From an optimization exercise on the open Yosys and OpenROAD flow, aimed at small area; shortcuts taken in it are not production practice.
At most, simulation tests tie the RTL to the original design; equivalence was not proved.
For run 2, only the layout was checked, not whether the RTL still works.

==> flow/design.v, too long to show whole: its modules and the start of the top module <==
// module fft_mag2_pipe: 877 lines
// module fft_peak_detect: 75 lines
// module fft_peak_cmp: 21 lines
module fft_peak_detect
#(
  parameter int DATA_W = fft_peak_detect_pkg::FPD_DATA_W,
  parameter int FFT_N  = 1024,
  parameter int IDX_W  = fft_peak_detect_pkg::FPD_IDX_W
) (
  input  logic                sys_clk,
  input  logic                sys_rst,
  input  logic [DATA_W-1:0]   s_re,
  input  logic [DATA_W-1:0]   s_im,
  input  logic                s_valid,
  input  logic                s_last,
  output logic                s_ready,
  output logic [IDX_W-1:0]    peak_idx,
  output logic [2*DATA_W-1:0] peak_pow,
  output logic                peak_valid,
  output logic                frame_err,
  output logic                busy
);
  // ...
==> flow/flow/run.sh <==
#!/bin/bash
# Standard synthesis, then a netlist clean-up (flow/faflip.py: full adders
# flipped to cancel inverters, single-load inverters folded into their
# driver), then the standard layout from floorplan on, with plain buf_1
# port buffers.
set -euo pipefail
RES=orfs/results/sky130hd/fft_peak_detect/base
bash standard.sh synth > synth.log 2>&1
cp $RES/1_2_yosys.v yosys_std.v
python3 flow/faflip.py yosys_std.v $RES/1_2_yosys.v > faflip.log 2>&1
rm -f $RES/1_synth.odb
export PRE_GLOBAL_PLACE_TCL="$PWD/flow/ports.tcl"
bash standard.sh > layout.log 2>&1
==> flow/flow/faflip.py <==
#!/usr/bin/env python3
"""Netlist clean-up after synthesis: flips full adders (FA is self-dual,
FA(~a,~b,~c) = ~FA(a,b,c)) to cancel inverters around them, then folds
single-load inverters into the gate that drives them.

usage: faflip.py IN.v OUT.v
"""
import re, sys

PRE = 'sky130_fd_sc_hd__'
src = open(sys.argv[1]).read()

m = re.search(r'^module\s+(\w+)\s*\((.*?)\);', src, re.S | re.M)
ports = set(p.strip() for p in m.group(2).split(','))
inst_re = re.compile(r'^(\s*)(' + PRE + r'\w+)\s+(\S+)\s*\((.*?)\);\n', re.S | re.M)
pin_re = re.compile(r'\.(\w+)\(([^()]*)\)')

cells = {}   # name -> [type, {pin: net}]
order = []
first = None
for mm in inst_re.finditer(src):
    if first is None:
        first = mm.start()
    t, n, body = mm.group(2), mm.group(3), mm.group(4)
    pins = {p: v.strip() for p, v in pin_re.findall(body)}
    cells[n] = [t[len(PRE):], pins]
    order.append(n)
last = list(inst_re.finditer(src))[-1].end()
head, tail = src[:first], src[last:]
assert 'assign' not in tail and 'assign' not in head, 'assign statements not handled'

OUT = {'X', 'Y', 'Q', 'Q_N', 'SUM', 'COUT', 'HI', 'LO'}


def is_port_net(net):
    return net.split('[')[0].strip() in ports


def build():
    drv, loads = {}, {}
    for n, (t, pins) in cells.items():
        for p, v in pins.items():
            if p in OUT:
                drv[v] = (n, p)
            else:
                loads.setdefault(v, []).append((n, p))
    return drv, loads


cnt = [0]
newnets = []


def newnet():
    cnt[0] += 1
    nn = '_ff%d_' % cnt[0]
    newnets.append(nn)
    return nn


def new_inv(a, y):
    cnt[0] += 1
    nm = '_ffi%d_' % cnt[0]
    cells[nm] = ['inv_1', {'A': a, 'Y': y}]
    return nm


def is_inv(n):
    return n in cells and cells[n][0] in ('inv_1', 'clkinv_1')


def cleanup():
    """Remove inverters without loads, and bypass inverter pairs."""
    changed = True
    while changed:
        changed = False
        drv, loads = build()
        for n in list(cells):
            if n not in cells or not is_inv(n):
                continue
            y = cells[n][1]['Y']
            if not loads.get(y) and not is_port_net(y):
                del cells[n]
                changed = True
                continue
            a = cells[n][1]['A']
            d = drv.get(a)
            # inv -> inv: loads of the second may use the first's input.
            if d and is_inv(d[0]) and not is_port_net(y):
                orig = cells[d[0]][1]['A']
                for (ln, lp) in loads.get(y, []):
                    cells[ln][1][lp] = orig
                del cells[n]
                changed = True
                drv, loads = build()


def ninv():
    return sum(1 for n in cells if is_inv(n))


COMP = {'and2_1': 'nand2_1', 'nand2_1': 'and2_1', 'or2_1': 'nor2_1', 'nor2_1': 'or2_1',
        'xor2_1': 'xnor2_1', 'xnor2_1': 'xor2_1', 'and3_1': 'nand3_1', 'nand3_1': 'and3_1',
        'or3_1': 'nor3_1', 'nor3_1': 'or3_1', 'and4_1': 'nand4_1', 'nand4_1': 'and4_1',
        'or4_1': 'nor4_1', 'nor4_1': 'or4_1', 'inv_1': None}


def outpin(t):
    return 'X' if t.startswith(('and', 'or', 'xor', 'buf', 'clkbuf')) else 'Y'


def flip(f):
    drv, loads = build()
    t, pins = cells[f]
    for p in ('A', 'B', 'CIN'):
        v = pins[p]
        d = drv.get(v)
        if d and is_inv(d[0]):
            pins[p] = cells[d[0]][1]['A']
        elif (d and COMP.get(cells[d[0]][0]) and len(loads.get(v, [])) == 1
              and not is_port_net(v)):
            g = cells[d[0]]
            del g[1][outpin(g[0])]
            g[0] = COMP[g[0]]
            g[1][outpin(g[0])] = v
        else:
            # reuse an inverter of this net if there is one
            inv = [ln for (ln, lp) in loads.get(v, []) if is_inv(ln)]
            if inv:
                pins[p] = cells[inv[0]][1]['Y']
            else:
                nn = newnet()
                new_inv(v, nn)
                pins[p] = nn
    for p in ('SUM', 'COUT'):
        o = pins[p]
        on = newnet()
        pins[p] = on
        rest = []
        for (ln, lp) in loads.get(o, []):
            if is_inv(ln) and not is_port_net(cells[ln][1]['Y']):
                y = cells[ln][1]['Y']
                _, l2 = drv, loads
                for (mn, mp) in loads.get(y, []):
                    cells[mn][1][mp] = on
                del cells[ln]
            else:
                rest.append((ln, lp))
        if rest or is_port_net(o):
            new_inv(on, o)


import copy, random


def ha_fix():
    """HA(~x, ~y) = (x ^ y, ~(x | y)): xor2 + nor2, the same area, two inverters gone."""
    n_fixed = 0
    drv, loads = build()
    for n in list(cells):
        if n not in cells or cells[n][0] != 'ha_1':
            continue
        pins = cells[n][1]
        da, db = drv.get(pins['A']), drv.get(pins['B'])
        if not (da and db and is_inv(da[0]) and is_inv(db[0])):
            continue
        x, y = cells[da[0]][1]['A'], cells[db[0]][1]['A']
        del cells[n]
        cnt[0] += 1
        if 'SUM' in pins:
            cells['_ffx%d_' % cnt[0]] = ['xor2_1', {'A': x, 'B': y, 'X': pins['SUM']}]
        if 'COUT' in pins:
            cells['_ffn%d_' % cnt[0]] = ['nor2_1', {'A': x, 'B': y, 'Y': pins['COUT']}]
        n_fixed += 1
        drv, loads = build()
    cleanup()
    return n_fixed


AREA = {}
_cur = None
for _line in open('/OpenROAD-flow-scripts/flow/platforms/sky130hd/lib/sky130_fd_sc_hd__tt_025C_1v80.lib'):
    _m = re.match(r'\s*cell\s*\(\s*"?(\w+)"?\s*\)', _line)
    if _m:
        _cur = _m.group(1)
    _m = re.match(r'\s*area\s*:\s*([\d.]+)', _line)
    if _m and _cur:
        AREA[_cur[len(PRE):]] = float(_m.group(1))
        _cur = None


def cost():
    return sum(AREA[t] for t, _ in cells.values()) - 3.75 * free_invs()


def free_invs():
    """Inverters, not counting those that only feed half adders whose both
    inputs are inverted (ha_fix removes them)."""
    drv, loads = build()
    k = 0
    for n in cells:
        if not is_inv(n):
            continue
        ls = loads.get(cells[n][1]['Y'], [])
        free = bool(ls) and not is_port_net(cells[n][1]['Y'])
        for (ln, lp) in ls:
            if cells[ln][0] != 'ha_1':
                free = False
                break
            other = cells[ln][1]['B' if lp == 'A' else 'A']
            d = drv.get(other)
            if not (d and is_inv(d[0])):
                free = False
                break
        if free:
            k += 1
    return k


# Drop synthesis buffers between cells (placement repairs what needs it).
nbuf = 0
drv, loads = build()
for n in list(cells):
    t, pins = cells[n]
    if not (t.startswith('buf_') or t.startswith('clkbuf_')):
        continue
    a, x = pins['A'], pins['X']
    if is_port_net(x):
        continue
    for (ln, lp) in loads.get(x, []):
        cells[ln][1][lp] = a
    del cells[n]
    nbuf += 1
    drv, loads = build()
print('buffers removed:', nbuf, file=sys.stderr)
cleanup()
base = cost()
print('inverters at start:', ninv(), 'area', base, file=sys.stderr)
random.seed(1)
fas = [n for n in cells if cells[n][0] == 'fa_1']


def components():
    """Two-colour the full adders: an inverter between two adders asks for
    different colours. Returns [(members, colour)] per connected group."""
    drv, loads = build()
    adj = {f: [] for f in fas}
    for f in fas:
        for p in ('A', 'B', 'CIN'):
            v = cells[f][1][p]
            k = 0
            d = drv.get(v)
            while d and is_inv(d[0]):
                k += 1
                d = drv.get(cells[d[0]][1]['A'])
            if d and cells[d[0]][0] == 'fa_1':
                adj[f].append((d[0], k & 1))
                adj[d[0]].append((f, k & 1))
    col, comps = {}, []
    for f in fas:
        if f in col:
            continue
        col[f] = 0
        q, mem = [f], [f]
        while q:
            u = q.pop()
            for (w, par) in adj[u]:
                if w not in col:
                    col[w] = col[u] ^ par
                    q.append(w)
                    mem.append(w)
        comps.append(mem)
    return comps, col


comps, col = components()
print('adder groups:', len(comps), [len(c) for c in comps][:10], file=sys.stderr)
for mem in comps:
    results = []
    for want in (0, 1):
        save = copy.deepcopy(cells)
        for f in mem:
            if col[f] == want:
                flip(f)
                cleanup()
        results.append((cost(), want))
        cells.clear()
        cells.update(save)
    k, want = min(results)
    if k < base:
        for f in mem:
            if col[f] == want:
                flip(f)
                cleanup()
        base = cost()
print('after colouring:', ninv(), base, file=sys.stderr)
best = copy.deepcopy(cells)
best_k = base
for rnd in range(6):
    random.shuffle(fas)
    for f in fas:
        save = copy.deepcopy(cells)
        flip(f)
        cleanup()
        k = cost()
        # accept ties in the first rounds to leave local minima
        if k < base or (k == base and rnd < 3):
            base = k
        else:
            cells.clear()
            cells.update(save)
        if base < best_k:
            best_k = base
            best = copy.deepcopy(cells)
    print('round', rnd, 'inverters', ninv(), 'area', base, file=sys.stderr)
cells.clear()
cells.update(best)
print('inverters after flips:', ninv(), file=sys.stderr)
print('half adders on two inverted inputs rebuilt:', ha_fix(), 'inverters', ninv(), file=sys.stderr)

drv, loads = build()
for n in list(cells):
    t, pins = cells[n]
    if t != 'ha_1':
        continue
    if not loads.get(pins.get('SUM')) and not is_port_net(pins.get('SUM', '')):
        cells[n] = ['and2_1', {'A': pins['A'], 'B': pins['B'], 'X': pins['COUT']}]
    elif not loads.get(pins.get('COUT')) and not is_port_net(pins.get('COUT', '')):
        cells[n] = ['xor2_1', {'A': pins['A'], 'B': pins['B'], 'X': pins['SUM']}]

# Fold a single-load inverter into the simple gate that drives it.
folded = 0
drv, loads = build()
for n in list(cells):
    if n not in cells or not is_inv(n):
        continue
    a = cells[n][1]['A']
    d = drv.get(a)
    if not d or d[0] not in cells or is_port_net(a) or len(loads.get(a, [])) != 1:
        continue
    g = cells[d[0]]
    if g[0] not in COMP or COMP[g[0]] is None:
        continue
    outp = 'Y' if 'Y' in g[1] else 'X'
    newt = COMP[g[0]]
    newout = 'Y' if newt.startswith('n') or newt.startswith('xn') else 'X'
    if newt.startswith('xnor'):
        newout = 'Y'
    if newt.startswith('xor'):
        newout = 'X'
    y = cells[n][1]['Y']
    del g[1][outp]
    g[1][newout] = y
    g[0] = newt
    del cells[n]
    folded += 1
    drv, loads = build()
print('folded into gates:', folded, 'inverters left:', ninv(), file=sys.stderr)

# Write out.
used = set()
for t, pins in cells.values():
    used.update(pins.values())
decl = ''.join('  wire %s;\n' % w for w in newnets if w in used)
body = []
for n in order + [k for k in cells if k not in order]:
    if n not in cells:
        continue
    t, pins = cells[n]
    body.append('  %s%s %s (\n%s\n  );\n' % (PRE, t, n, ',\n'.join('    .%s(%s%s)' % (p, v, ' ' if v.startswith('\\') else '') for p, v in pins.items())))
open(sys.argv[2], 'w').write(head.rstrip(' ') + decl + ''.join(body) + tail)
==> flow/flow/ports.tcl <==
# Port buffers: inputs get sky130_fd_sc_hd__buf_2 (they fan out to many gates),
# outputs the smallest plain buffer.
rename buffer_ports my_orig_buffer_ports
proc buffer_ports {args} {
  my_orig_buffer_ports -inputs -buffer_cell sky130_fd_sc_hd__buf_2
  my_orig_buffer_ports -outputs -buffer_cell sky130_fd_sc_hd__buf_1
}
==> flow/standard.sh <==
#!/bin/bash
# synth_recipe.tcl (not shown) runs the flow's synth.tcl, then flattens the netlist and writes it again
# the make line also repeats each setting of config.mk as NAME=value (left out here)
make -C /OpenROAD-flow-scripts/flow DESIGN_CONFIG=/design/flow/config.mk WORK_HOME=/design/flow/orfs CLKGATE_MAP_FILE= SYNTH_SCRIPT=/design/flow/synth_recipe.tcl "${@:-finish}"
==> flow/config.mk <==
export PLATFORM = sky130hd
export DESIGN_NAME = fft_peak_detect
export DESIGN_NICKNAME = fft_peak_detect
export VERILOG_FILES = /design/flow/design.v
export SDC_FILE = /design/flow/constraint.sdc
export NUM_CORES = 4
export LEC_CHECK = 0
export CAP_MARGIN = 0
export CORE_MARGIN = 2
export CORE_UTILIZATION = 80
export CTS_BUF_LIST = sky130_fd_sc_hd__clkbuf_8
export SLEW_MARGIN = 0
==> flow/constraint.sdc <==
create_clock -name core_clock -period 10.0 [get_ports {sys_clk}]
set_input_delay 2.0000 -clock core_clock [delete_from_list [all_inputs] [get_ports {sys_clk}]]
set_output_delay 2.0000 -clock core_clock [all_outputs]
set_load 0.01 [all_outputs]
==> impl_results.md, run 1 <==
* Total half-perimeter wirelength after legalization and detailed placement at 22.3 mm
* Worst min-delay path endpoint: peak_pow_q[15]
* Met1 track demand over resource in global routing at 0.556
* Sum of met2 wire segment lengths after detailed routing at between 10 and 15 mm
* Run status: no timing/DRC/antenna violations
* Number of buffer and inverter instances along the worst setup path at 3
* Post-detailed-route DRC marker count at 0
* Tightest Hold Check Type: reg2reg
* Setup TNS after final layout at 0 ps
* Ports at 82
* CTS tree: done
* Initial Util at 0.820
* Number of buffers inserted by hold repair at cts at 0
* Reg2reg start: cnt_q[4]
* Startpoint of the most critical hold path: peak_pow_q[15]
* Fraction of standard cell area that is sequential at 0.221
* Grt met2 use at 0.714
* Synthesized instance count at just under 1000
* Start point of the critical path: s_re[2]
* Most frequent standard cell in the layout excluding fill and tap cells: fa_1
* Worst slack at placement at -22.7 ps
* Routed metal-1 wire length at approximately 10 mm
* Final hold violation count at 0
* Die width at ~120 um
* Height of the die at between 100 and 150 um
* Wirelength, routed at 29.2 mm
* Routed length per placed instance at 22.6 um
* Number of gates resized after CTS at 0
* Multi-input combinational gate total at roughly 800
* GRT Residual Overflow at 0
* Final min period at slightly below 10000 ps
==> module fft_peak_detect, before the edit <==
module fft_peak_detect
#(
  parameter int DATA_W = fft_peak_detect_pkg::FPD_DATA_W,
  parameter int FFT_N  = 1024,
  parameter int IDX_W  = fft_peak_detect_pkg::FPD_IDX_W
) (
  input  logic                sys_clk,
  input  logic                sys_rst,
  input  logic [DATA_W-1:0]   s_re,
  input  logic [DATA_W-1:0]   s_im,
  input  logic                s_valid,
  input  logic                s_last,
  output logic                s_ready,
  output logic [IDX_W-1:0]    peak_idx,
  output logic [2*DATA_W-1:0] peak_pow,
  output logic                peak_valid,
  output logic                frame_err,
  output logic                busy
);
  localparam int PW = 2 * DATA_W;
  logic             en_q, post_q, bad_q;
  logic [IDX_W-1:0] cnt_q, run_idx_q, peak_idx_q;
  logic [PW-1:0]    run_pow_q, peak_pow_q;
  logic             w_accept, w_at_end, w_last, w_elig, w_first, w_hit, w_load;
  logic [PW-1:0]    w_pow;
  logic             w_gt;
  assign w_accept = s_valid & s_ready;
  assign w_at_end = &cnt_q;
  assign w_last   = w_accept & (s_last | w_at_end);
  assign w_elig   = ~cnt_q[IDX_W-1] & (|cnt_q);
  assign w_first  = (cnt_q == IDX_W'(1));
  fft_mag2_pipe #(.DATA_W(DATA_W)) u_mag2 (
    .in_re   (s_re),
    .in_im   (s_im),
    .out_pow (w_pow)
  );
  fft_peak_cmp #(.W(PW)) u_cmp (.a(w_pow), .b(run_pow_q), .gt(w_gt), .lt());
  assign w_hit  = w_accept & w_elig & (w_first | w_gt);
  assign w_load = post_q & (cnt_q == IDX_W'(FFT_N - 2)) & ~bad_q;
  always_ff @(posedge sys_clk) begin
    if (w_hit) begin
      run_pow_q <= w_pow;
      run_idx_q <= w_first ? IDX_W'(|{s_re, s_im}) : cnt_q;
    end
    if (!post_q) bad_q <= ~(s_last & w_at_end);
  end
  always_ff @(posedge sys_clk or negedge sys_rst) begin
    if (!sys_rst) begin
      en_q       <= 1'b0;
      post_q     <= 1'b0;
      cnt_q      <= '0;
      peak_idx_q <= '0;
      peak_pow_q <= '0;
    end else begin
      en_q <= 1'b1;
      if (w_last) begin
        post_q <= 1'b1;
        cnt_q  <= IDX_W'(FFT_N - 4);
      end else if (post_q | w_accept) begin
        cnt_q <= cnt_q + IDX_W'(1);
        if (w_at_end) post_q <= 1'b0;
      end
      if (w_load) begin
        peak_idx_q <= run_idx_q;
        peak_pow_q <= run_pow_q;
      end
    end
  end
  assign s_ready    = en_q & ~post_q;
  assign busy       = post_q | (|cnt_q);
  assign peak_valid = post_q & w_at_end & ~bad_q;
  assign frame_err  = post_q & w_at_end & bad_q;
  assign peak_idx   = peak_idx_q;
  assign peak_pow   = peak_pow_q;
endmodule
==> run 2: changes to the inputs <==
--- a/flow/design.v
+++ b/flow/design.v
@@ -718,48 +718,48 @@
   wire w692 = ra[0] ^ rb[0];
   wire w693 = ra[0] & rb[0];
   wire w694, w695;
   assign {w695, w694} = ra[1] + rb[1] + w693;
   wire w696, w697;
   assign {w697, w696} = ra[2] + rb[2] + w695;
   wire w698, w699;
   assign {w699, w698} = ra[3] + rb[3] + w697;
-  wire w700, w701;
-  assign {w701, w700} = ra[4] + rb[4] + w699;
-  wire w702, w703;
-  assign {w703, w702} = ra[5] + rb[5] + w701;
-  wire w704, w705;
-  assign {w705, w704} = ra[6] + rb[6] + w703;
-  wire w706, w707;
-  assign {w707, w706} = ra[7] + rb[7] + w705;
-  wire w708 = ra[8] & rb[8];
-  wire w709 = ra[9] & rb[9];
-  wire w710 = ra[10] & rb[10];
-  wire w711 = ra[11] & rb[11];
-  wire w712 = ra[12] & rb[12];
-  wire w713 = ra[13] & rb[13];
-  wire w714 = ra[14] & rb[14];
-  wire w715 = ra[15] & rb[15];
-  wire w716 = ra[16] & rb[16];
-  wire w717 = ra[17] & rb[17];
-  wire w718 = ra[18] & rb[18];
-  wire w719 = ra[19] & rb[19];
-  wire w720 = ra[20] & rb[20];
-  wire w721 = ra[21] & rb[21];
-  wire w722 = ra[22] & rb[22];
-  wire w723 = ra[23] & rb[23];
-  wire w724 = ra[24] & rb[24];
-  wire w725 = ra[25] & rb[25];
-  wire w726 = ra[26] & rb[26];
-  wire w727 = ra[27] & rb[27];
-  wire w728 = ra[28] & rb[28];
-  wire w729 = ra[29] & rb[29];
-  wire w730 = ra[30] & rb[30];
-  wire w731 = ra[31] & rb[31];
+  wire w700 = ra[4] & rb[4];
+  wire w701 = ra[5] & rb[5];
+  wire w702 = ra[6] & rb[6];
+  wire w703 = ra[7] & rb[7];
+  wire w704 = ra[8] & rb[8];
+  wire w705 = ra[9] & rb[9];
+  wire w706 = ra[10] & rb[10];
+  wire w707 = ra[11] & rb[11];
+  wire w708 = ra[12] & rb[12];
+  wire w709 = ra[13] & rb[13];
+  wire w710 = ra[14] & rb[14];
+  wire w711 = ra[15] & rb[15];
+  wire w712 = ra[16] & rb[16];
+  wire w713 = ra[17] & rb[17];
+  wire w714 = ra[18] & rb[18];
+  wire w715 = ra[19] & rb[19];
+  wire w716 = ra[20] & rb[20];
+  wire w717 = ra[21] & rb[21];
+  wire w718 = ra[22] & rb[22];
+  wire w719 = ra[23] & rb[23];
+  wire w720 = ra[24] & rb[24];
+  wire w721 = ra[25] & rb[25];
+  wire w722 = ra[26] & rb[26];
+  wire w723 = ra[27] & rb[27];
+  wire w724 = ra[28] & rb[28];
+  wire w725 = ra[29] & rb[29];
+  wire w726 = ra[30] & rb[30];
+  wire w727 = ra[31] & rb[31];
+  wire w728 = ra[4] ^ rb[4];
+  wire w729 = ra[5] ^ rb[5];
+  wire w730 = ra[6] ^ rb[6];
+  wire w731 = ra[7] ^ rb[7];
   wire w732 = ra[8] ^ rb[8];
   wire w733 = ra[9] ^ rb[9];
   wire w734 = ra[10] ^ rb[10];
   wire w735 = ra[11] ^ rb[11];
   wire w736 = ra[12] ^ rb[12];
   wire w737 = ra[13] ^ rb[13];
   wire w738 = ra[14] ^ rb[14];
   wire w739 = ra[15] ^ rb[15];
@@ -774,124 +774,142 @@
   wire w748 = ra[24] ^ rb[24];
   wire w749 = ra[25] ^ rb[25];
   wire w750 = ra[26] ^ rb[26];
   wire w751 = ra[27] ^ rb[27];
   wire w752 = ra[28] ^ rb[28];
   wire w753 = ra[29] ^ rb[29];
   wire w754 = ra[30] ^ rb[30];
   wire w755 = ra[31] ^ rb[31];
-  wire w756 = w708 | (w732 & w707);
-  wire w757 = w709 | (w733 & w756);
-  wire w758 = w733 & w732;
-  wire w759 = w711 | (w735 & w710);
-  wire w760 = w735 & w734;
-  wire w761 = w713 | (w737 & w712);
-  wire w762 = w737 & w736;
-  wire w763 = w715 | (w739 & w714);
-  wire w764 = w739 & w738;
-  wire w765 = w717 | (w741 & w716);
-  wire w766 = w741 & w740;
-  wire w767 = w719 | (w743 & w718);
-  wire w768 = w743 & w742;
-  wire w769 = w721 | (w745 & w720);
-  wire w770 = w745 & w744;
-  wire w771 = w723 | (w747 & w722);
-  wire w772 = w747 & w746;
-  wire w773 = w725 | (w749 & w724);
-  wire w774 = w749 & w748;
-  wire w775 = w727 | (w751 & w726);
-  wire w776 = w751 & w750;
-  wire w777 = w729 | (w753 & w728);
-  wire w778 = w753 & w752;
-  wire w779 = w731 | (w755 & w730);
-  wire w780 = w755 & w754;
-  wire w781 = w759 | (w760 & w757);
-  wire w782 = w760 & w758;
-  wire w783 = w763 | (w764 & w761);
-  wire w784 = w764 & w762;
-  wire w785 = w767 | (w768 & w765);
-  wire w786 = w768 & w766;
-  wire w787 = w771 | (w772 & w769);
-  wire w788 = w772 & w770;
-  wire w789 = w775 | (w776 & w773);
-  wire w790 = w776 & w774;
-  wire w791 = w779 | (w780 & w777);
-  wire w792 = w780 & w778;
-  wire w793 = w783 | (w784 & w781);
-  wire w794 = w784 & w782;
-  wire w795 = w787 | (w788 & w785);
-  wire w796 = w788 & w786;
-  wire w797 = w791 | (w792 & w789);
-  wire w798 = w792 & w790;
-  wire w799 = w795 | (w796 & w793);
-  wire w800 = w796 & w794;
-  wire w801 = w797 | (w798 & w799);
-  wire w802 = w798 & w800;
-  wire w803 = w785 | (w786 & w793);
-  wire w804 = w786 & w794;
-  wire w805 = w789 | (w790 & w799);
-  wire w806 = w790 & w800;
-  wire w807 = w761 | (w762 & w781);
-  wire w808 = w762 & w782;
-  wire w809 = w765 | (w766 & w793);
-  wire w810 = w766 & w794;
-  wire w811 = w769 | (w770 & w803);
-  wire w812 = w770 & w804;
-  wire w813 = w773 | (w774 & w799);
-  wire w814 = w774 & w800;
-  wire w815 = w777 | (w778 & w805);
-  wire w816 = w778 & w806;
-  wire w817 = w710 | (w734 & w757);
-  wire w818 = w734 & w758;
-  wire w819 = w712 | (w736 & w781);
-  wire w820 = w736 & w782;
-  wire w821 = w714 | (w738 & w807);
-  wire w822 = w738 & w808;
-  wire w823 = w716 | (w740 & w793);
-  wire w824 = w740 & w794;
-  wire w825 = w718 | (w742 & w809);
-  wire w826 = w742 & w810;
-  wire w827 = w720 | (w744 & w803);
-  wire w828 = w744 & w804;
-  wire w829 = w722 | (w746 & w811);
-  wire w830 = w746 & w812;
-  wire w831 = w724 | (w748 & w799);
-  wire w832 = w748 & w800;
-  wire w833 = w726 | (w750 & w813);
-  wire w834 = w750 & w814;
-  wire w835 = w728 | (w752 & w805);
-  wire w836 = w752 & w806;
-  wire w837 = w730 | (w754 & w815);
-  wire w838 = w754 & w816;
-  wire w839 = w732 ^ w707;
-  wire w840 = w733 ^ w756;
-  wire w841 = w734 ^ w757;
-  wire w842 = w735 ^ w817;
-  wire w843 = w736 ^ w781;
-  wire w844 = w737 ^ w819;
-  wire w845 = w738 ^ w807;
-  wire w846 = w739 ^ w821;
-  wire w847 = w740 ^ w793;
-  wire w848 = w741 ^ w823;
-  wire w849 = w742 ^ w809;
-  wire w850 = w743 ^ w825;
-  wire w851 = w744 ^ w803;
-  wire w852 = w745 ^ w827;
-  wire w853 = w746 ^ w811;
-  wire w854 = w747 ^ w829;
-  wire w855 = w748 ^ w799;
-  wire w856 = w749 ^ w831;
-  wire w857 = w750 ^ w813;
-  wire w858 = w751 ^ w833;
-  wire w859 = w752 ^ w805;
-  wire w860 = w753 ^ w835;
-  wire w861 = w754 ^ w815;
-  wire w862 = w755 ^ w837;
-  assign out_pow = {w862, w861, w860, w859, w858, w857, w856, w855, w854, w853, w852, w851, w850, w849, w848, w847, w846, w845, w844, w843, w842, w841, w840, w839, w706, w704, w702, w700, w698, w696, w694, w692};
+  wire w756 = w700 | (w728 & w699);
+  wire w757 = w701 | (w729 & w756);
+  wire w758 = w729 & w728;
+  wire w759 = w703 | (w731 & w702);
+  wire w760 = w731 & w730;
+  wire w761 = w705 | (w733 & w704);
+  wire w762 = w733 & w732;
+  wire w763 = w707 | (w735 & w706);
+  wire w764 = w735 & w734;
+  wire w765 = w709 | (w737 & w708);
+  wire w766 = w737 & w736;
+  wire w767 = w711 | (w739 & w710);
+  wire w768 = w739 & w738;
+  wire w769 = w713 | (w741 & w712);
+  wire w770 = w741 & w740;
+  wire w771 = w715 | (w743 & w714);
+  wire w772 = w743 & w742;
+  wire w773 = w717 | (w745 & w716);
+  wire w774 = w745 & w744;
+  wire w775 = w719 | (w747 & w718);
+  wire w776 = w747 & w746;
+  wire w777 = w721 | (w749 & w720);
+  wire w778 = w749 & w748;
+  wire w779 = w723 | (w751 & w722);
+  wire w780 = w751 & w750;
+  wire w781 = w725 | (w753 & w724);
+  wire w782 = w753 & w752;
+  wire w783 = w727 | (w755 & w726);
+  wire w784 = w755 & w754;
+  wire w785 = w759 | (w760 & w757);
+  wire w786 = w760 & w758;
+  wire w787 = w763 | (w764 & w761);
+  wire w788 = w764 & w762;
+  wire w789 = w767 | (w768 & w765);
+  wire w790 = w768 & w766;
+  wire w791 = w771 | (w772 & w769);
+  wire w792 = w772 & w770;
+  wire w793 = w775 | (w776 & w773);
+  wire w794 = w776 & w774;
+  wire w795 = w779 | (w780 & w777);
+  wire w796 = w780 & w778;
+  wire w797 = w783 | (w784 & w781);
+  wire w798 = w784 & w782;
+  wire w799 = w787 | (w788 & w785);
+  wire w800 = w788 & w786;
+  wire w801 = w791 | (w792 & w789);
+  wire w802 = w792 & w790;
+  wire w803 = w795 | (w796 & w793);
+  wire w804 = w796 & w794;
+  wire w805 = w801 | (w802 & w799);
+  wire w806 = w802 & w800;
+  wire w807 = w803 | (w804 & w805);
+  wire w808 = w804 & w806;
+  wire w809 = w789 | (w790 & w799);
+  wire w810 = w790 & w800;
+  wire w811 = w793 | (w794 & w805);
+  wire w812 = w794 & w806;
+  wire w813 = w797 | (w798 & w807);
+  wire w814 = w798 & w808;
+  wire w815 = w761 | (w762 & w785);
+  wire w816 = w762 & w786;
+  wire w817 = w765 | (w766 & w799);
+  wire w818 = w766 & w800;
+  wire w819 = w769 | (w770 & w809);
+  wire w820 = w770 & w810;
+  wire w821 = w773 | (w774 & w805);
+  wire w822 = w774 & w806;
+  wire w823 = w777 | (w778 & w811);
+  wire w824 = w778 & w812;
+  wire w825 = w781 | (w782 & w807);
+  wire w826 = w782 & w808;
+  wire w827 = w702 | (w730 & w757);
+  wire w828 = w730 & w758;
+  wire w829 = w704 | (w732 & w785);
+  wire w830 = w732 & w786;
+  wire w831 = w706 | (w734 & w815);
+  wire w832 = w734 & w816;
+  wire w833 = w708 | (w736 & w799);
+  wire w834 = w736 & w800;
+  wire w835 = w710 | (w738 & w817);
+  wire w836 = w738 & w818;
+  wire w837 = w712 | (w740 & w809);
+  wire w838 = w740 & w810;
+  wire w839 = w714 | (w742 & w819);
+  wire w840 = w742 & w820;
+  wire w841 = w716 | (w744 & w805);
+  wire w842 = w744 & w806;
+  wire w843 = w718 | (w746 & w821);
+  wire w844 = w746 & w822;
+  wire w845 = w720 | (w748 & w811);
+  wire w846 = w748 & w812;
+  wire w847 = w722 | (w750 & w823);
+  wire w848 = w750 & w824;
+  wire w849 = w724 | (w752 & w807);
+  wire w850 = w752 & w808;
+  wire w851 = w726 | (w754 & w825);
+  wire w852 = w754 & w826;
+  wire w853 = w728 ^ w699;
+  wire w854 = w729 ^ w756;
+  wire w855 = w730 ^ w757;
+  wire w856 = w731 ^ w827;
+  wire w857 = w732 ^ w785;
+  wire w858 = w733 ^ w829;
+  wire w859 = w734 ^ w815;
+  wire w860 = w735 ^ w831;
+  wire w861 = w736 ^ w799;
+  wire w862 = w737 ^ w833;
+  wire w863 = w738 ^ w817;
+  wire w864 = w739 ^ w835;
+  wire w865 = w740 ^ w809;
+  wire w866 = w741 ^ w837;
+  wire w867 = w742 ^ w819;
+  wire w868 = w743 ^ w839;
+  wire w869 = w744 ^ w805;
+  wire w870 = w745 ^ w841;
+  wire w871 = w746 ^ w821;
+  wire w872 = w747 ^ w843;
+  wire w873 = w748 ^ w811;
+  wire w874 = w749 ^ w845;
+  wire w875 = w750 ^ w823;
+  wire w876 = w751 ^ w847;
+  wire w877 = w752 ^ w807;
+  wire w878 = w753 ^ w849;
+  wire w879 = w754 ^ w825;
+  wire w880 = w755 ^ w851;
+  assign out_pow = {w880, w879, w878, w877, w876, w875, w874, w873, w872, w871, w870, w869, w868, w867, w866, w865, w864, w863, w862, w861, w860, w859, w858, w857, w856, w855, w854, w853, w698, w696, w694, w692};
 endmodule
 `default_nettype wire
 `default_nettype none
 module fft_peak_detect
 #(
   parameter int DATA_W = fft_peak_detect_pkg::FPD_DATA_W,
   parameter int FFT_N  = 1024,
   parameter int IDX_W  = fft_peak_detect_pkg::FPD_IDX_W
@@ -906,17 +924,18 @@
   output logic [IDX_W-1:0]    peak_idx,
   output logic [2*DATA_W-1:0] peak_pow,
   output logic                peak_valid,
   output logic                frame_err,
   output logic                busy
 );
   localparam int PW = 2 * DATA_W;
   logic             en_q, post_q, bad_q;
-  logic [IDX_W-1:0] cnt_q, run_idx_q, peak_idx_q;
+  logic [IDX_W-1:0] cnt_q;
+  logic [IDX_W-2:0] run_idx_q, peak_idx_q;
   logic [PW-1:0]    run_pow_q, peak_pow_q;
   logic             w_accept, w_at_end, w_last, w_elig, w_first, w_hit, w_load;
   logic [PW-1:0]    w_pow;
   logic             w_gt;
   assign w_accept = s_valid & s_ready;
   assign w_at_end = &cnt_q;
   assign w_last   = w_accept & (s_last | w_at_end);
   assign w_elig   = ~cnt_q[IDX_W-1] & (|cnt_q);
@@ -927,17 +946,17 @@
     .out_pow (w_pow)
   );
   fft_peak_cmp #(.W(PW)) u_cmp (.a(w_pow), .b(run_pow_q), .gt(w_gt), .lt());
   assign w_hit  = w_accept & w_elig & (w_first | w_gt);
   assign w_load = post_q & (cnt_q == IDX_W'(FFT_N - 2)) & ~bad_q;
   always_ff @(posedge sys_clk) begin
     if (w_hit) begin
       run_pow_q <= w_pow;
-      run_idx_q <= w_first ? IDX_W'(|{s_re, s_im}) : cnt_q;
+      run_idx_q <= w_first ? (IDX_W-1)'(|{s_re, s_im}) : cnt_q[IDX_W-2:0];
     end
     if (!post_q) bad_q <= ~(s_last & w_at_end);
   end
   always_ff @(posedge sys_clk or negedge sys_rst) begin
     if (!sys_rst) begin
       en_q       <= 1'b0;
       post_q     <= 1'b0;
       cnt_q      <= '0;
@@ -957,17 +976,17 @@
         peak_pow_q <= run_pow_q;
       end
     end
   end
   assign s_ready    = en_q & ~post_q;
   assign busy       = post_q | (|cnt_q);
   assign peak_valid = post_q & w_at_end & ~bad_q;
   assign frame_err  = post_q & w_at_end & bad_q;
-  assign peak_idx   = peak_idx_q;
+  assign peak_idx   = {1'b0, peak_idx_q};
   assign peak_pow   = peak_pow_q;
 endmodule
 module fft_peak_cmp
 #(
   parameter int W = 32
 ) (
   input  logic [W-1:0] a,
   input  logic [W-1:0] b,
==> flow/flow/run.sh (replaced) <==
#!/bin/bash
set -euo pipefail
RES=orfs/results/sky130hd/fft_peak_detect/base
bash standard.sh synth > synth.log 2>&1
cp $RES/1_2_yosys.v yosys_std.v
python3 flow/faflip.py yosys_std.v $RES/1_2_yosys.v > faflip.log 2>&1
rm -f $RES/1_synth.odb
export PRE_GLOBAL_PLACE_TCL="$PWD/flow/ports.tcl"
export CTS_ARGS="-sink_clustering_enable -repair_clock_nets -buf_list sky130_fd_sc_hd__clkbuf_8 -dont_use_dummy_load"
bash standard.sh > layout.log 2>&1
--- a/flow/flow/faflip.py
+++ b/flow/flow/faflip.py
@@ -1,12 +1,17 @@
 #!/usr/bin/env python3
-"""Netlist clean-up after synthesis: flips full adders (FA is self-dual,
-FA(~a,~b,~c) = ~FA(a,b,c)) to cancel inverters around them, then folds
-single-load inverters into the gate that drives them.
+"""Netlist clean-up after synthesis; registers are left as they are.
+  - synthesis buffers between cells are dropped;
+  - full adders are flipped (FA is self-dual, FA(~a,~b,~c) = ~FA(a,b,c))
+    so that inverters around them cancel, choosing the flips by cell area;
+  - half adders whose inputs or outputs are inverted become xor/nor or
+    xnor/nand gates, two-input gates absorb inverted inputs (De Morgan);
+  - mux2 cells become a22o with one shared select inverter;
+  - single-load inverters fold into the gate that drives them.
 
 usage: faflip.py IN.v OUT.v
 """
 import re, sys
 
 PRE = 'sky130_fd_sc_hd__'
 src = open(sys.argv[1]).read()
 
@@ -323,16 +328,120 @@
     t, pins = cells[n]
     if t != 'ha_1':
         continue
     if not loads.get(pins.get('SUM')) and not is_port_net(pins.get('SUM', '')):
         cells[n] = ['and2_1', {'A': pins['A'], 'B': pins['B'], 'X': pins['COUT']}]
     elif not loads.get(pins.get('COUT')) and not is_port_net(pins.get('COUT', '')):
         cells[n] = ['xor2_1', {'A': pins['A'], 'B': pins['B'], 'X': pins['SUM']}]
 
+# Half adders whose outputs only feed inverters: split into gates of the
+# inverted polarity (xnor2 / nand2) and drop the inverters.
+n_hs = 0
+for n in list(cells):
+    if n not in cells or cells[n][0] != 'ha_1':
+        continue
+    drv, loads = build()
+    pins = cells[n][1]
+    def inv_only(net):
+        ls = loads.get(net, [])
+        return bool(ls) and not is_port_net(net) and all(is_inv(l) for l, _ in ls)
+    so, co = pins.get('SUM'), pins.get('COUT')
+    inv_s = so is not None and inv_only(so)
+    inv_c = co is not None and inv_only(co)
+    if not (inv_s or inv_c):
+        continue
+    save = copy.deepcopy(cells)
+    base = cost()
+    a, b = pins['A'], pins['B']
+    del cells[n]
+    cnt[0] += 1
+    for (o, inv, pos, neg, op, on) in ((so, inv_s, 'xor2_1', 'xnor2_1', 'X', 'Y'),
+                                        (co, inv_c, 'and2_1', 'nand2_1', 'X', 'Y')):
+        if o is None:
+            continue
+        if inv:
+            nn = newnet()
+            for (l, _) in loads.get(o, []):
+                y = cells[l][1]['Y']
+                for (m, mp) in loads.get(y, []):
+                    cells[m][1][mp] = nn
+                del cells[l]
+            cells['_ffh%d_%s' % (cnt[0], neg)] = [neg, {'A': a, 'B': b, on: nn}]
+        else:
+            cells['_ffh%d_%s' % (cnt[0], pos)] = [pos, {'A': a, 'B': b, op: o}]
+    cleanup()
+    if cost() < base - 0.01:
+        n_hs += 1
+    else:
+        cells.clear()
+        cells.update(save)
+print('half adders split into inverted gates:', n_hs, 'inverters', ninv(), file=sys.stderr)
+
+# De Morgan: two-input gates whose inputs come from inverters.
+DM2 = {'and2_1': 'nor2_1', 'or2_1': 'nand2_1', 'nand2_1': 'or2_1', 'nor2_1': 'and2_1',
+       'xor2_1': 'xor2_1', 'xnor2_1': 'xnor2_1'}
+DM1 = {'xor2_1': 'xnor2_1', 'xnor2_1': 'xor2_1'}
+n_dm = 0
+base = cost()
+for n in list(cells):
+    if n not in cells or cells[n][0] not in DM2:
+        continue
+    drv, loads = build()
+    t, pins = cells[n]
+    ia = drv.get(pins['A'])
+    ib = drv.get(pins['B'])
+    ia = ia if ia and is_inv(ia[0]) else None
+    ib = ib if ib and is_inv(ib[0]) else None
+    if ia and ib:
+        newt = DM2[t]
+    elif (ia or ib) and t in DM1:
+        newt = DM1[t]
+    else:
+        continue
+    save = copy.deepcopy(cells)
+    out = pins[outpin(t)]
+    del pins[outpin(t)]
+    if ia:
+        pins['A'] = cells[ia[0]][1]['A']
+    if ib:
+        pins['B'] = cells[ib[0]][1]['A']
+    cells[n][0] = newt
+    pins[outpin(newt)] = out
+    cleanup()
+    k = cost()
+    if k < base - 0.01:
+        base = k
+        n_dm += 1
+    else:
+        cells.clear()
+        cells.update(save)
+print('gates rewritten on inverted inputs:', n_dm, 'inverters', ninv(), file=sys.stderr)
+
+# mux2 (11.3 um2) -> a22o (8.8 um2) with one shared inverter per select net.
+n_mx = 0
+drv, loads = build()
+sel_inv = {}
+for n in list(cells):
+    t, pins = cells[n]
+    if t not in ('mux2_1', 'mux2_2'):
+        continue
+    sl = pins['S']
+    if sl not in sel_inv:
+        inv = [ln for (ln, lp) in loads.get(sl, []) if is_inv(ln)]
+        if inv:
+            sel_inv[sl] = cells[inv[0]][1]['Y']
+        else:
+            nn = newnet()
+            new_inv(sl, nn)
+            sel_inv[sl] = nn
+    cells[n] = ['a22o_1', {'A1': sl, 'A2': pins['A1'], 'B1': sel_inv[sl], 'B2': pins['A0'], 'X': pins['X']}]
+    n_mx += 1
+print('mux2 rebuilt as a22o:', n_mx, file=sys.stderr)
+
 # Fold a single-load inverter into the simple gate that drives it.
 folded = 0
 drv, loads = build()
 for n in list(cells):
     if n not in cells or not is_inv(n):
         continue
     a = cells[n][1]['A']
     d = drv.get(a)
==> flow/flow/ports.tcl (replaced) <==
# Port buffers: every input gets a sky130_fd_sc_hd__buf_2 (they fan out to many gates),
# outputs the smallest plain buffer.
rename buffer_ports my_orig_buffer_ports
proc buffer_ports {args} {
  my_orig_buffer_ports -inputs -buffer_cell sky130_fd_sc_hd__buf_2
  my_orig_buffer_ports -outputs -buffer_cell sky130_fd_sc_hd__buf_1
}
--- a/flow/config.mk
+++ b/flow/config.mk
@@ -4,9 +4,10 @@
 export VERILOG_FILES = /design/flow/design.v
 export SDC_FILE = /design/flow/constraint.sdc
 export NUM_CORES = 4
 export LEC_CHECK = 0
 export CAP_MARGIN = 0
 export CORE_MARGIN = 2
 export CORE_UTILIZATION = 80
 export CTS_BUF_LIST = sky130_fd_sc_hd__clkbuf_8
+export GPL_TIMING_DRIVEN = 0
 export SLEW_MARGIN = 0
==> run 2 against run 1 <==
  * Sequential cell count fell by 2
  * Core utilization shrank 1.8 points
  * Area after synthesis down 1.7%
  * Synthesized cell count up 1.0%
  * Non-clock buffer count decreased by 23
  * Critical endpoint is now run_pow_q[14]
==> impl_results.md, run 2 <==
* Height of the die at 120 um (was 121 um)
* Net count of the mapped netlist at 1260 (was 1265)
* Largest registers: peak_pow_q: 32 flops, run_pow_q: 32 flops, cnt_q: 10 flops (was peak_pow_q: 32 flops, run_pow_q: 32 flops)
* CTS H-tree lvls at 3 (unchanged)
* TritonRoute pass-1 iters at 6 (was 9)
* Setup TNS after final layout at 0 ps (unchanged)
* Most frequent standard cell in the layout excluding fill and tap cells: nand2_1 (was fa_1)
* TritonCTS Buffers at 9 (unchanged)
* Non-filler instance count after layout at 1267 (was 1288)
* Maximum number of pins on one net before global-route repair at 54 (was 55)
* Data arrival time of the critical path at 9780 ps (was 9820 ps)
* Placeable Area at 13200 sq um (was 13300 sq um)
* Post-detailed-route DRC marker count at 0 (unchanged)
* Worst slack at placement at -647 ps (was -22.7 ps)
* Run status: no timing/DRC/antenna violations (unchanged)
* Initial Util at 0.813 (was 0.820)
* Wirelength, routed at 26.2 mm (was 29.2 mm)
* Setup violations, final at 0 (unchanged)
* First-pass GRT wire length at 43.8 mm (was 46.6 mm)
* Type of element capturing the critical path: flop (unchanged)
* Syn_area_per_cell at 10.8 sq um (was 11.1 sq um)
* Nets at 1357 (was 1386)
* Inst Count DP at 1256 (was 1272)
* Post-synth design cell area at 10700 sq um (was 10900 sq um)
* Number of antenna diodes at 0 (unchanged)
* Final Core Density at 0.879 (was 0.898)
* Clock Path Buffers at 2 (unchanged)
* Synthesized instance count at 996 (was 986)
* Cell type with the highest occurrence count on the critical path: fa_1 (unchanged)
* Clock Root Buffer: clkbuf_8 (unchanged)
* Commonest cells after routing, fill and taps aside: 255 x nand2_1, 225 x fa_1, 80 x inv_1 (was 228 x fa_1, 217 x nand2_1, 96 x inv_1)
* Max-cap violation count at 0 (unchanged)
* Final Slew Violations at 0 (unchanged)
* CTS tree: done (unchanged)
* Die width at 120 um (was 121 um)
* Fraction of final layout cells sized beyond drive strength 1 at 0.0577 (was 0.110)
* Number of buffers inserted by hold repair at cts at 0 (unchanged)
* Actual transition at the worst max-transition pin at 1180 ps (was 1250 ps)
* GRT Residual Overflow at 0 (unchanged)
* Die Area at 14300 sq um (was 14600 sq um)
* Tightest Hold Check Type: reg2reg (unchanged)
* Remaining max-slew budget at the tightest pin at 0.214 (was 0.160)
* Final-layout worst hold slack at 436 ps (was 483 ps)
* Highest routed metal layer: met4 (unchanged)
* # clock sinks at 95 (was 97)
* Area growth from synthesis to layout at 8.18% (was 9.43%)
* Met3 WL post-DR at 2.71 mm (was 3.77 mm)
* Post-detailed-route count of antenna-violating nets at 0 (unchanged)
* Final worst setup slack at 277 ps (was 253 ps)
* Final RePlAce weighted congestion at 0.906 (was 0.932)
* Biggest cell delay along the critical path at 590 ps (was 560 ps)
* Overall Global Routing Usage at 0.401 (was 0.429)
* Clock transition at path regs at 100 ps (was 90 ps)
* Clock Skew at 41.8 ps (was 6.81 ps)
* Routed length per placed instance at 20.7 um (was 22.6 um)
* Unrepaired setup endpoints after global routing: false (unchanged)
* Clock latency of the later-clocked register in the worst-skew pair at 380 ps (was 360 ps)
* Ports at 82 (unchanged)
* Sum of met2 wire segment lengths after detailed routing at 13.3 mm (was 14.2 mm)
* Vias in the first global route at 9053 (was 8995)
* Final hold violation count at 0 (unchanged)
* WP data required at 10050 ps (was 10070 ps)
* Highest net fanout along the worst path at 18 (was 10)
* Number of placement rows at 42 (unchanged)
* Vias per cell at 6.48 (was 6.53)
* Number of design-rule violations left by the first detailed-router iteration at 950 (was 986)
* Timing-limited maximum frequency at 103 MHz (about the same)
* Nature of the critical path startpoint: input port (unchanged)
* # port buffers at 80 (was 81)
* Worst setup path category: in2reg (unchanged)
* Number of warnings issued by yosys at 1 (unchanged)
* Period utilization at 0.972 (was 0.975)
* Antenna violations before repair at 0 (unchanged)
* Total half-perimeter wirelength after legalization and detailed placement at 19.2 mm (was 22.3 mm)
* Number of vias after detailed routing at 8206 (was 8408)
* Final min period at 9720 ps (was 9750 ps)
* Routed metal-1 wire length at 8.82 mm (was 10.0 mm)
* Critical-path top delay cell: fa_1 (unchanged)
[run 2: critical path, delay by kind of cell]
| family | cells | cell delay, ps |
|---|---|---|
| adder cells (fa/ha/maj) | 10 | 4590 |
| AO/OA/AOI/OAI | 9 | 1950 |
| buffers and inverters | 3 | 610 |
| AND/OR/NAND/NOR | 2 | 380 |
| XOR/XNOR | 1 | 230 |
[run 2: layer usage]
layer / GRT usage / vias up
met5: 0 / -
met4: 0.202 / 0
li1: - / 3416
met3: 0.0889 / 157
met1: 0.492 / 4102
met2: 0.678 / 531
[run 2: cell type report]
type	count	area, sq um
buffer	1	7.51
clock buffer	9	124
fill	646	1590
inverter	80	300
multi-input combinational	820	7860
sequential	95	2590
tap	176	220
timing repair buffer	86	502
[run 2: final timing paths]
path                               start             end  slack [ps]  cells past startpoint
setup / recovery                 s_re[7]   run_pow_q[14]         280                     25
min in group asynchronous        sys_rst  peak_pow_q[10]        1850                      1
max in group asynchronous        sys_rst  peak_pow_q[18]        7400                      1
hold reg to reg             run_idx_q[3]   peak_idx_q[3]         440                      1
hold / removal              run_idx_q[3]   peak_idx_q[3]         440                      1
setup reg to reg           run_pow_q[24]   run_pow_q[14]        6790                     10
[run 2: what timing repair did]
action	4_1_cts	5_1_grt
setup buffers	0	2
hold endpoints to repair	0	0
gates resized for setup	19	10
pin swaps	0	2
endpoints found under the setup margin	29	41
[run 2: stage by stage]
step | area (sq um)
floorplan | 10700
global placement | 11300
detailed placement | 11400
CTS | 11600
global route | 11600
finish | 11600

==> port drivers added, routing unchanged <==
In the flow no input, the clock included, has a driving cell. The finished layouts below were timed again as built, in two steps. Step 1: set_driving_cell puts a clkbuf_16 on sys_clk and a buf_2 on each other input, an assumption about the parent block. Step 2 moves the port delays by t, midway between the first and last clock arrival at a register: inputs arrive t later, outputs are due t later. That takes back most of the time a late clock gives input paths. Slacks: ideal ports / drivers / drivers and shift; pairs: ideal ports / drivers.
run	shift t [ns]	setup slack, ns	clock arrival spread, ns
run 1	0.401	0.253 / 0.268 / -0.132	0.007 / 0.007
run 2	0.398	0.277 / 0.289 / -0.109	0.042 / 0.042
With both steps, setup timing fails in run 1 and run 2, where it was met with ideal ports. For run 2, which loses most, drivers alone change the setup slack by +0.012 ns; drivers and shift together by -0.386 ns.
